Background: an optimization exercise with open tools, aiming at small area, a short achievable clock period and few clock cycles per item. Do not read the settings as production practice. Only simulation tests tie the RTL to the original design; equivalence was not proved.

==> flow/design.v, too long to show whole: its modules and the start of the top module <==
// module bfly_pre: 8 lines
// module bfly_fin: 23 lines
// module bfly_mul: 959 lines
// module bfly_red: 632 lines
// module bfly_reg: 12 lines
// module ntt_butterfly: 55 lines
module ntt_butterfly (
  input  logic        clk,
  input  logic        rst,
  input  logic        in_valid,
  output logic        in_ready,
  input  logic        in_mode,
  input  logic [11:0] in_a,
  input  logic [11:0] in_b,
  input  logic [11:0] in_zeta,
  input  logic [7:0]  in_idx,
  output logic        out_valid,
  input  logic        out_ready,
  output logic [11:0] out_a,
  output logic [11:0] out_b,
  output logic [7:0]  out_idx,
  output logic        busy
);
  // ...
==> flow/flow/run.sh <==
#!/bin/bash
# Standard layout, with the port buffers made from buf_2 cells instead of
# the flow's default choice (a slow delay buffer).
bash standard.sh "BUFFER_PORTS_ARGS=-buffer_cell sky130_fd_sc_hd__buf_2" finish > standard.log 2>&1
==> flow/standard.sh <==
#!/bin/bash
# synth_recipe.tcl (not shown) runs the flow's synth.tcl, then flattens the netlist and writes it again
# the make line also repeats each setting of config.mk as NAME=value (left out here)
make -C /OpenROAD-flow-scripts/flow DESIGN_CONFIG=/design/flow/config.mk WORK_HOME=/design/flow/orfs CLKGATE_MAP_FILE= SYNTH_SCRIPT=/design/flow/synth_recipe.tcl "${@:-finish}"
==> flow/config.mk <==
export PLATFORM = sky130hd
export DESIGN_NAME = ntt_butterfly
export DESIGN_NICKNAME = ntt_butterfly
export VERILOG_FILES = /design/flow/design.v
export SDC_FILE = /design/flow/constraint.sdc
export NUM_CORES = 4
export LEC_CHECK = 0
export CAP_MARGIN = 20
export CORE_MARGIN = 2
export CORE_UTILIZATION = 40
export SLEW_MARGIN = 20
==> flow/constraint.sdc <==
create_clock -name core_clock -period 14.0 [get_ports {clk}]
set_input_delay 2.8000 -clock core_clock [delete_from_list [all_inputs] [get_ports {clk}]]
set_output_delay 2.8000 -clock core_clock [all_outputs]
set_load 0.01 [all_outputs]
==> flow_summary.ini, run 1 <==
[worst_setup_path]
reg_to_reg_startpoint = u_r2.q[10]$_DFFE_PN_
cp-startpoint = u_r2.q[10]$_DFFE_PN_
cpMaxStageDelayCell = sky130_fd_sc_hd__fa_1
path_max_fanout = 4
path_buf_inv = 3

[placement]
dpl_cell_area_um2 = 16300
placed_cells_incl_taps = 2118
detailedPlacementHpwl_um = 25100

[yosys]
most_frequent_cell_after_synthesis = sky130_fd_sc_hd__inv_1
mean_instance_size_in_the_synthesized_netlist_um2 = 9.90
synth_enable_flop_cells = 128
async_flop_share = 0

[final_layout]
share_of_the_final_layout_cell_area_in_multi_input_gates = 0.599
final_cell_count_no_fill = 2150
num-multi-input-gates = 1057
final_core_utilization = 0.441
nonClkBufAreaFrac = 0.0256
drive_gt1_frac = 0.0882
top_area_cell_class = multi-input gates
ff_latch_area_um2 = 3900

[min_path]
worst_hold_path_endpoint = u_r2.q[3]$_DFFE_PN_
hold_path_depth = 0

[sta]
period_share = 0.481
achievable-frequency_mhz = 149

[global_routing]
initial_antenna_violation_count = 0
grt_util_all_layers = 0.158
global_route_wire_length_before_repair_um = 51900
grt-busiest-layer = met2
grt_ovf = 0

[drt]
drt_wl_total_um = 30900
dr_total_vias = 10400
routedLengthMet1_um = 14300
routedWlPerCell_um = 14.4
drt_iter0_drc = 410

[cts]
cts_resized = 0
tritoncts_clock_tree = done
tritoncts_num_sinks = 131
cts-root-buf = sky130_fd_sc_hd__clkbuf_16

[status]
outcome = finished clean

[run]
timing.max_cap.violations = 0
Testbench counts, summed over its fixed seeds: cycles 16,024, items 16,000.
==> run 2, diff against run 1 <==
==> flow/run.sh (new file) <==
#!/bin/bash
# synth_recipe.tcl (not shown) runs the flow's synth.tcl, then flattens the netlist and writes it again
# the make line also repeats each setting of config.mk as NAME=value (left out here)
make -C /OpenROAD-flow-scripts/flow DESIGN_CONFIG=/design/flow/config.mk WORK_HOME=/design/flow/orfs CLKGATE_MAP_FILE= SYNTH_SCRIPT=/design/flow/synth_recipe.tcl finish
removed: flow/flow/run.sh
removed: flow/standard.sh
==> run 2 against run 1 <==
  * Still clean
  * Flip-flop and latch count stayed put
  * Clock skew grew 0.0045 ns
  * Worst setup slack got worse by 0.20 ns
  * Core utilization increased by 1.1 points
  * Critical path depth shrank 21
  * First-iteration DRC count grew 0.24%
  * Cell count is the same
  * Hold slack improved by 0.0022 ns
  * Cell area rose by 2.6%
  * Largest cell class unchanged
  * Highest routed layer unchanged
==> flow_summary.ini, run 2 <==
[sta]
final.setup.tns_ns = 0
achievable-frequency_mhz = 144
post-route-worst-setup-slack_ns = 7.07
setup-violations-final = 0
maxSlewViolCount = 0
max_slew_headroom = 0.381
rsz_0062_raised_after_global_routing = no
fin_crit_ns = 6.93
period_share = 0.495
finalClockSkew_ns = 0.0185
hold_viol_final = 0
worst-slew-pin-transition_ns = 0.923

[placement]
globalplace.congestion = 0.865
pre_cts_ws_ns = 7.08
detailedPlacementHpwl_um = 24900
dpl_cell_area_um2 = 16800
place.port_buffers = 83

[min_path]
hold_path_depth = 0
worstHoldPathType = reg -> reg

[worst_setup_path]
cpPeakStageDelay_ns = 0.48
required_ns = 11.20
critical_path_class = in -> out
path_max_fanout = 5
cpMaxStageDelayCell = sky130_fd_sc_hd__clkdlybuf4s50_1
path_buf_inv = 2
cp_num_cells = 4
rr_worst_depth = 25
critical-path-top-delay-family = buffers and inverters
endpoint_kind = primary output
crit_chain = clkdlybuf4s50_1, nor2b_1, nor2_1, clkdlybuf4s50_1
path_common_cell = sky130_fd_sc_hd__clkdlybuf4s50_1
timing.critical_path.arrival_ns = 4.13
startpoint_type = input pin

[cts]
tritoncts_clock_tree = done
htree_num_levels = 4
cts_inserted_buffers = 17
clock_tree.buffer_depth = 2
cts_resized = 0
clk_lat_worst_skew_ns = 0.44
cts-root-buf = sky130_fd_sc_hd__clkbuf_16
tritoncts_num_sinks = 131
post-cts-setup-buffer-count = 0
clk_transition_reported_paths_ns = 0.06
postCtsHoldBufs = 0

[drt]
via_count_normalized_by_instance_count = 4.85
routedLengthMet1_um = 14300
routedWlPerCell_um = 14.5
detailroute.wirelength.met3_um = 940
drcViolationCount = 0
dr_total_vias = 10400
drt_wl_total_um = 31100
dr_wl_met2_um = 15300
drt_iter0_drc = 411
antenna_left = 0
topRoutingLayerUsed = met4
drtPass1Iterations = 4

[floorplanning]
dieArea_um2 = 40300
core-area_um2 = 38400
die_width_um = 201
ios = 84
initial_utilization = 0.403
total_number_of_placement_rows = 72
chipHeight_um = 201

[global_routing]
global_route_wire_length_before_repair_um = 52600
initial_antenna_violation_count = 0
grt_util_all_layers = 0.161
grt_start_max_net_pins = 88
grt_pass1_vias = 10800
grt_ovf = 0

[final_layout]
drive_gt1_frac = 0.0374
layout_top_registers = u_r2.q (47), u_r1.q (46), u_r3.q (35)
mostFrequentLayoutCell = sky130_fd_sc_hd__inv_1
num-nets-final = 2025
num_antenna_cells = 0
largest_register_ff_count = 47
top_register = u_r2.q
layout_stage_area_growth_over_the_synthesis_result_pct = 12.2
stdcell_area_um2 = 17400
most-common-layout-cells = 325 x sky130_fd_sc_hd__inv_1, 197 x sky130_fd_sc_hd__fa_1, 160 x sky130_fd_sc_hd__ha_1

[run]
timing.max_cap.violations = 0

[yosys]
synth_enable_flop_cells = 128
synth_top_family_by_area = adder cells
synth_largest_area_cell = sky130_fd_sc_hd__fa_1
post_synthesis_compound_gate_area_fraction = 0.0838
ys_ff_latch = 131
netlist_top_cells_count = 326 x sky130_fd_sc_hd__inv_1, 197 x sky130_fd_sc_hd__fa_1, 160 x sky130_fd_sc_hd__ha_1
mean_instance_size_in_the_synthesized_netlist_um2 = 9.90
ys.warnings.count = 5
synth_simple_gate_area_share = 0.125
synth_seq_area_share = 0.252
synthesis.instances = 1564
synth_top_cell_area_share = 0.255
synthesis.area_um2 = 15500
synth-adder-area-share = 0.384
syn-num-nets = 1970
async_flop_share = 0
primary_ff_master_synth = sky130_fd_sc_hd__edfxtp_1
yosys.area_share.xor_xnor = 0.0487
most_frequent_cell_after_synthesis = sky130_fd_sc_hd__inv_1
synth.lib_cells_used.distinct = 71
ys_top_cells_by_area = sky130_fd_sc_hd__fa_1 25%, sky130_fd_sc_hd__edfxtp_1 25%, sky130_fd_sc_hd__ha_1 13%, sky130_fd_sc_hd__inv_1 7.9%, sky130_fd_sc_hd__xnor2_1 3.6%
muxShareOfSynthArea = 0.0129

[status]
outcome = finished clean
run 2: cell count changes in the layout (fill, tap and decap cells not counted), sizes merged:
cell,change
buf,-83
clkdlybuf4s50,+83
bufinv,+1
clkinv,-1
run 2: per-stage QoR:
stage	util	hold slack, ns	std cells
after floorplan	-	0.400	1564
after CTS	0.453	0.420	2150
after detailed placement	0.437	0.405	2118
after global placement	0.437	0.401	2118
final	0.453	0.418	2150
after global routing	0.453	0.428	2150
run 2: final cells by class:
type	count	area [um2]
clock buffer	19	443
multi-input combinational	1057	10100
sequential	131	3900
fill	3724	21000
tap	518	648
inverter	327	1230
timing repair buffer	85	850
clock inverter	13	161
run 2: cell families after synthesis:
| logic type | Yosys count |
|---|---|
| AO/OA/AOI/OAI | 203 |
| XOR/XNOR | 86 |
| multiplexers | 18 |
| flip-flops | 131 |
| adder cells (fa/ha/maj) | 357 |
| AND/OR/NAND/NOR | 393 |
| buffers and inverters | 376 |
run 2: worst paths after layout:
| kind | from | to | slack [ns] |
|---|---|---|---|
| min | u_r1.q[4]$_DFFE_PN_ | u_r2.q[4]$_DFFE_PN_ | 0.42 |
| max reg2reg | u_r2.q[10]$_DFFE_PN_ | u_r3.q[20]$_DFFE_PN_ | 7.28 |
| min reg2reg | u_r1.q[4]$_DFFE_PN_ | u_r2.q[4]$_DFFE_PN_ | 0.42 |
| max | out_ready | in_ready | 7.07 |
run 2: routing by layer:
layer  track usage  up-vias
met3        0.0240       36
met2         0.280      152
met5             0        -
met4        0.0468        0
li1              -     5123
met1         0.209     5127
==> run 3, diff against run 2 <==
==> flow/flow/run.sh (new file) <==
#!/bin/bash
# Standard layout, with the port buffers made from buf_2 cells instead of
# the flow's default choice (a slow delay buffer), and timing repair aiming
# for a 6.4 ns critical path (setup margin 7.6 ns against the 14 ns clock).
bash standard.sh "BUFFER_PORTS_ARGS=-buffer_cell sky130_fd_sc_hd__buf_2" SETUP_SLACK_MARGIN=7.6 finish > standard.log 2>&1
==> flow/standard.sh (new file) <==
#!/bin/bash
# synth_recipe.tcl (not shown) runs the flow's synth.tcl, then flattens the netlist and writes it again
# the make line also repeats each setting of config.mk as NAME=value (left out here)
make -C /OpenROAD-flow-scripts/flow DESIGN_CONFIG=/design/flow/config.mk WORK_HOME=/design/flow/orfs CLKGATE_MAP_FILE= SYNTH_SCRIPT=/design/flow/synth_recipe.tcl "${@:-finish}"
removed: flow/run.sh
==> run 3 against run 2 <==
  * Worst setup slack gained 0.56 ns
  * Global-route usage shrank 0.23 points
  * Register-to-register slack gained 0.35 ns
  * Core utilization shrank 0.55 points
  * Clock skew shrank 0.0046 ns
  * Non-clock buffer count grew 10
  * Cell count grew 0.47%
  * Synthesized cell count is the same
  * Flip-flop and latch count is the same
  * First-iteration DRC count shrank 4.9%
  * Routed wire length grew 0.80%
==> flow_summary.ini, run 3 <==
[floorplanning]
chipHeight_um = 201
initial_utilization = 0.403
total_number_of_placement_rows = 72
dieArea_um2 = 40300
ios = 84
core-area_um2 = 38400
die_width_um = 201

[yosys]
synth_enable_flop_cells = 128
synthesis.area_um2 = 15500
netlist_top_cells_count = 326 x sky130_fd_sc_hd__inv_1, 197 x sky130_fd_sc_hd__fa_1, 160 x sky130_fd_sc_hd__ha_1
muxShareOfSynthArea = 0.0129
async_flop_share = 0
yosys.area_share.xor_xnor = 0.0487
ys_top_cells_by_area = sky130_fd_sc_hd__fa_1 25%, sky130_fd_sc_hd__edfxtp_1 25%, sky130_fd_sc_hd__ha_1 13%, sky130_fd_sc_hd__inv_1 7.9%, sky130_fd_sc_hd__xnor2_1 3.6%
synthesis.instances = 1564
synth-adder-area-share = 0.384
synth_simple_gate_area_share = 0.125
ys.warnings.count = 5
mean_instance_size_in_the_synthesized_netlist_um2 = 9.90
synth_top_family_by_area = adder cells
synth_largest_area_cell = sky130_fd_sc_hd__fa_1
synth_seq_area_share = 0.252
primary_ff_master_synth = sky130_fd_sc_hd__edfxtp_1
most_frequent_cell_after_synthesis = sky130_fd_sc_hd__inv_1
syn-num-nets = 1970
ys_ff_latch = 131
synth_top_cell_area_share = 0.255
synth.lib_cells_used.distinct = 71
post_synthesis_compound_gate_area_fraction = 0.0838

[min_path]
hold_path_depth = 0
worst_hold_path_endpoint = u_r3.q[2]$_DFFE_PN_
worstHoldPathType = reg -> reg
worstHoldStart = u_r2.q[2]$_DFFE_PN_

[worst_setup_path]
required_ns = 14.16
cp_num_cells = 25
cpMaxStageDelayCell = sky130_fd_sc_hd__fa_1
path_buf_inv = 3
endpoint_kind = flop
reg_to_reg_startpoint = u_r2.q[10]$_DFFE_PN_
timing.critical_path.arrival_ns = 6.53
critical_path_class = reg -> reg
rr_worst_depth = 25
critical-path-top-delay-family = adder cells
cpPeakStageDelay_ns = 0.55
path_max_fanout = 3
startpoint_type = flop
reg2reg_to = u_r3.q[20]$_DFFE_PN_
r2r_slack_ns = 7.63

[final_layout]
ff_latch_area_um2 = 3900
final_core_utilization = 0.447
num-nets-final = 2035
most-common-layout-cells = 320 x sky130_fd_sc_hd__inv_1, 196 x sky130_fd_sc_hd__fa_1, 154 x sky130_fd_sc_hd__ha_1
top_register = u_r2.q
fillerInstances = 3731
layout_top_registers = u_r2.q (47), u_r1.q (46), u_r3.q (35)
num_antenna_cells = 0
largest_register_ff_count = 47
mostFrequentLayoutCell = sky130_fd_sc_hd__inv_1
area_taken_by_multi_input_logic_gates_um2 = 10300
drive_gt1_frac = 0.110
layout_stage_area_growth_over_the_synthesis_result_pct = 10.9

[global_routing]
grt_pass1_vias = 10700
gr-usage-met1 = 0.208
grt-busiest-layer = met2
met2_usage = 0.275
global_route_wire_length_before_repair_um = 52100
initial_antenna_violation_count = 0
grt_ovf = 0
grt_util_all_layers = 0.159
grt_start_max_net_pins = 90
grt.met3_usage = 0.0253

[drt]
dr_total_vias = 10400
drcViolationCount = 0
drt_iter0_drc = 391
via_count_normalized_by_instance_count = 4.82
drt_wl_total_um = 31300
routedWlPerCell_um = 14.5
drtPass1Iterations = 5
antenna_left = 0

[sta]
fin_crit_ns = 6.37
hold_viol_final = 0
maxSlewViolCount = 0
achievable-frequency_mhz = 157
final.setup.tns_ns = 0
setup-violations-final = 0
worst-slew-pin-transition_ns = 0.935
hold_slack_ns = 0.418
rsz_0062_raised_after_global_routing = yes
finalClockSkew_ns = 0.0139
max_slew_headroom = 0.373
period_share = 0.455

[cts]
clock_tree.buffer_depth = 2
tritoncts_clock_tree = done
clk_lat_worst_skew_ns = 0.43
cts_inserted_buffers = 17
tritoncts_num_sinks = 131
cts-root-buf = sky130_fd_sc_hd__clkbuf_16
clk_transition_reported_paths_ns = 0.06
htree_num_levels = 4

[run]
timing.max_cap.violations = 0

[status]
outcome = finished clean

[placement]
place.port_buffers = 83
detailedPlacementHpwl_um = 25100
globalplace.congestion = 0.843
[run 3: cell counts after synthesis]
Identical to the previous run, type by type.
[run 3: per-stage QoR]
step | instance area (um2) | std cells | setup slack, ns
6_report | 17200 | 2160 | 7.63
3_5_place_dp | 16300 | 2118 | 7.27
4_1_cts | 17000 | 2153 | 7.62
3_3_place_gp | 16300 | 2118 | 7.42
2_1_floorplan | 15500 | 1564 | 7.70
5_1_grt | 17200 | 2160 | 7.38
[run 3: area by class of cell]
class                      count  share of cell area
multi-input combinational   1057               0.600
sequential                   131               0.227
inverter                     327              0.0717
tap                          518              0.0378
timing repair buffer          95              0.0297
clock buffer                  19              0.0258
clock inverter                13             0.00795
[run 3: metal layers]
layer  up-vias  part of all wire
met3        33             0.030
li1       5147                 -
met4         0             0.014
met1      5054              0.46
met5         -                 0
met2       171              0.50
[run 3: cells by family after synthesis]
group | count (synthesis)
and+or+nand+nor | 393
buffers and inverters | 376
AOI/OAI and AO/OA | 203
muxes | 18
xor gates and xnor gates | 86
DFF | 131
adders and majority gates | 357
[run 3: how the worst max path moves through the flow]
| stage | from | end | slack (ns) |
|---|---|---|---|
| 2_1_floorplan | u_r2.q[10]$_DFFE_PN_ | u_r3.q[20]$_DFFE_PN_ | 7.70 |
| 3_3_place_gp | u_r2.q[10]$_DFFE_PN_ | u_r3.q[20]$_DFFE_PN_ | 7.42 |
| 3_5_place_dp | u_r2.q[10]$_DFFE_PN_ | u_r3.q[20]$_DFFE_PN_ | 7.27 |
| 4_1_cts | u_r2.q[9]$_DFFE_PN_ | u_r3.q[20]$_DFFE_PN_ | 7.62 |
| 5_1_grt | u_r2.q[10]$_DFFE_PN_ | u_r3.q[20]$_DFFE_PN_ | 7.38 |
| 6_report | u_r2.q[10]$_DFFE_PN_ | u_r3.q[20]$_DFFE_PN_ | 7.63 |
[run 3: repair_timing]
action | CTS | global route
hold endpoints to repair | 0 | 0
hold buffers | 0 | 0
setup endpoints to repair | 5 | 6
pin swaps | 1 | 19
setup buffers | 3 | 7
gates resized for setup | 10 | 28

## separate check: timing with driven ports
The results above use ideal ports. As a check the final layouts listed here were re-extracted and re-timed, cells and wires unchanged. Step 1 sets driving cells, clkbuf_16 on the clock port and buf_2 on the other inputs (assumed; they add their load-dependent delay and slew). Step 2 adds t to the input delays and takes it off the output delays; t is the mean of the earliest and latest rising clock arrival at the registers after step 1. Input paths then give back, and output paths get back, about the clock's delay inside the block. Three values: ideal ports, drivers, drivers and shift; two values: the first two.
run	t (ns)	setup WS [ns]	worst setup path at the end	clock arrival spread, ns	slew at the worst register clock pin (ns)
run 1	0.474	7.269 / 7.269 / 7.269	register to register	0.015 / 0.015	0.07 / 0.07
run 2	0.486	7.073 / 7.051 / 7.051	input to output	0.019 / 0.018	0.07 / 0.07
run 3	0.472	7.629 / 7.629 / 7.629	register to register	0.014 / 0.014	0.07 / 0.07
After both steps setup and hold are still met in every run listed. For run 2, which loses most, drivers alone change the setup slack by -0.022 ns; drivers and shift together by -0.022 ns.
